Context: an optimization exercise on an open-source flow, tuned for small area, a short achievable clock period and few clock cycles per item. The choices shown serve that exercise and are no tape-out recipe.
The RTL was checked by simulation tests, not by an equivalence proof against the original design.

red:
==> flow/design.v (excerpt) <==
module anffl_tex_etc1_encoder
(
  input  logic        clk,
  input  logic        rst_n,
  input  logic        in_valid,
  output logic        in_ready,
  input  logic [23:0] in_texel,
  output logic        out_valid,
  input  logic        out_ready,
  output logic [63:0] out_block,
  output logic        busy
);
Size in the first run: about 8600 cells after synthesis, about 1600 flip-flops, ~95 I/O pins, ~84000 sq um of cells after synthesis.
make LEC_CHECK=0 CAP_MARGIN=20 CORE_MARGIN=2 CORE_UTILIZATION=40 CTS_BUF_LIST='sky130_fd_sc_hd__clkbuf_4 sky130_fd_sc_hd__clkbuf_8' SLEW_MARGIN=20 finish   # period 17.0 ns
run.sh (not shown) runs the stock make flow with config.mk's settings and CLKGATE_MAP_FILE= SYNTH_SCRIPT=/design/flow/synth_recipe.tcl, a recipe that flattens the netlist after the stock synthesis.
Testbench counts of red, summed over its fixed seeds: cycles 6,328, blocks 384.
The following lists how purple was set up differently from red:
- CTS_CLUSTER_DIAMETER: unset -> 100
- ABC_AREA: unset -> 1
- CTS_BUF_LIST: sky130_fd_sc_hd__clkbuf_4 sky130_fd_sc_hd__clkbuf_8 -> unset
- CTS_CLUSTER_SIZE: unset -> 25
==> comparison <==
- purple vs red — maximum clock rate dropped by a few percent
- Number of flip-flops and latches: purple vs red identical
- In the metrics for red and purple, the one carrying the lower sequential portion of the cell area is red.
- The leading cell type in the layout, fill and taps excluded comes out dfxtp_1 in one run and inv_1 in the other, namely in red and purple respectively.
- Comparing synthesized area for red and purple, the bigger number came from red.
- Sort red and purple by combined global-route utilization of all metal layers asc -> top: red
- Compared to red, purple has total number of multi-input combinational cells 415 higher.

========
Setup of run 1:
Starting RTL as in the previous note.
Settings: LEC_CHECK=0, CAP_MARGIN=20, CORE_MARGIN=2, CORE_UTILIZATION=40, CTS_CLUSTER_DIAMETER=100, CTS_CLUSTER_SIZE=25, PLACE_DENSITY=0.75, SLEW_MARGIN=20; clock period 17.0 ns.
Per the final summary, run 1 finished and its layout is clean on timing, DRC and antenna.
Testbench counts of run 1, summed over its fixed seeds: cycles 6,328, blocks 384.
Edits applied to the flow inputs when going from run 1 to run 2:
--- a/flow/config.mk
+++ b/flow/config.mk
@@ -10,4 +10,2 @@
-export CORE_UTILIZATION = 40
-export CTS_CLUSTER_DIAMETER = 100
-export CTS_CLUSTER_SIZE = 25
-export PLACE_DENSITY = 0.75
+export CORE_UTILIZATION = 60
+export PLACE_DENSITY = 0.7
--- outcome ---
- Run 2 did not stop at any stage, and its layout met the timing, DRC and antenna checks.
- Run 2: maximum number of pins on one net before global-route repair lower than run 1
- Run 2 against run 1: wire length shows a reduction of 2.1%, clock-buffer cell count shows an increase of 112.
- Comparing run 2 with run 1, the overall overflow remaining after global route came out essentially unchanged.
- Compared with run 1, run 2 has extra setup slack.
- In the flow results for run 1 and run 2, the share of the core filled with cells in the final layout is smaller on run 1.
- On placeable core region, run 2 does better than run 1.
- Where post-route minimum period is concerned, run 1 is outperformed by run 2.
- Fraction of standard cell area that is sequential: higher on run 1
Edits applied to the flow inputs when going from run 2 to run 3:
--- a/flow/config.mk
+++ b/flow/config.mk
@@ -10,2 +10,4 @@
-export CORE_UTILIZATION = 60
-export PLACE_DENSITY = 0.7
+export CORE_UTILIZATION = 40
+export CTS_CLUSTER_DIAMETER = 100
+export CTS_CLUSTER_SIZE = 25
+export GPL_ROUTABILITY_DRIVEN = 0
==> comparison <==
- In the metrics for run 3 and run 2, the one carrying the lower peak per-stage delay on the critical path is run 3.
- Run 3 completed; timing, DRC and antenna clean
- Changes observed in run 3 relative to run 2: worst setup slack after layout higher; total wirelength of the detailed-routed design higher; area used by multi-input combinational logic roughly the same; wire length of the first global-routing pass higher; non-clock buffer total of the final layout lower.

========
anffl_tex_etc1_encoder again, from the RTL that the note above started with.
Settings: LEC_CHECK=0, CAP_MARGIN=20, CORE_MARGIN=2, CORE_UTILIZATION=40, CTS_CLUSTER_DIAMETER=120, CTS_CLUSTER_SIZE=20, SLEW_MARGIN=20; clock period 17.0 ns.
The starting point passed the timing, DRC and antenna checks.
Testbench counts at the start, summed over its fixed seeds: cycles 6,328, blocks 384.
Then changed:
CTS_CLUSTER_DIAMETER = 100   (was 120)
CTS_CLUSTER_SIZE = 25   (was 20)
Effect: The new run completed with no timing, DRC or antenna violations; wire length goes down by 0.43%; setup slack is better by 0.034 ns; utilization hardly moves; fmax rises by 0.63%; clock-buffer cell count falls by 14; final cell count barely changes; global-route usage is about the same; die area stays the same.

## re-timing with driven ports
In the flow no input, the clock included, has a driving cell. The finished layouts below were timed again as built, in two steps. Step 1, drivers: a clkbuf_16 drives clk and a buf_2 each remaining input, both assumed. Step 2 moves the port delays by t, midway between the first and last clock arrival at a register: inputs arrive t later, outputs are due t later. That takes back most of the time a late clock gives input paths. Three values: ideal, step 1, step 2; two values: the first two.
run | shift t [ns] | setup slack, ns | worst hold slack (ns) | cell pins on the clock port's net
red | 1.060 | 11.448 / 11.374 / 11.061 | 0.298 / 0.298 / 0.298 | 1
purple | 0.830 | 11.314 / 11.314 / 11.314 | 0.289 / 0.289 / 0.289 | 1
run 1 | 0.798 | 11.530 / 11.530 / 11.427 | 0.308 / 0.308 / 0.308 | 1
run 2 | 0.892 | 11.617 / 11.537 / 11.014 | 0.281 / 0.281 / 0.281 | 1
run 3 | 0.820 | 11.630 / 11.585 / 11.083 | 0.309 / 0.309 / 0.309 | 1
the first run of note 3 | 0.821 | 11.656 / 11.571 / 11.122 | 0.295 / 0.295 / 0.295 | 1
the second run of note 3 | 0.819 | 11.689 / 11.606 / 11.072 | 0.315 / 0.315 / 0.315 | 1
After both steps every run listed still meets setup and hold. For the second run of note 3, which loses most, drivers alone change the setup slack by -0.083 ns; drivers and shift together by -0.617 ns.
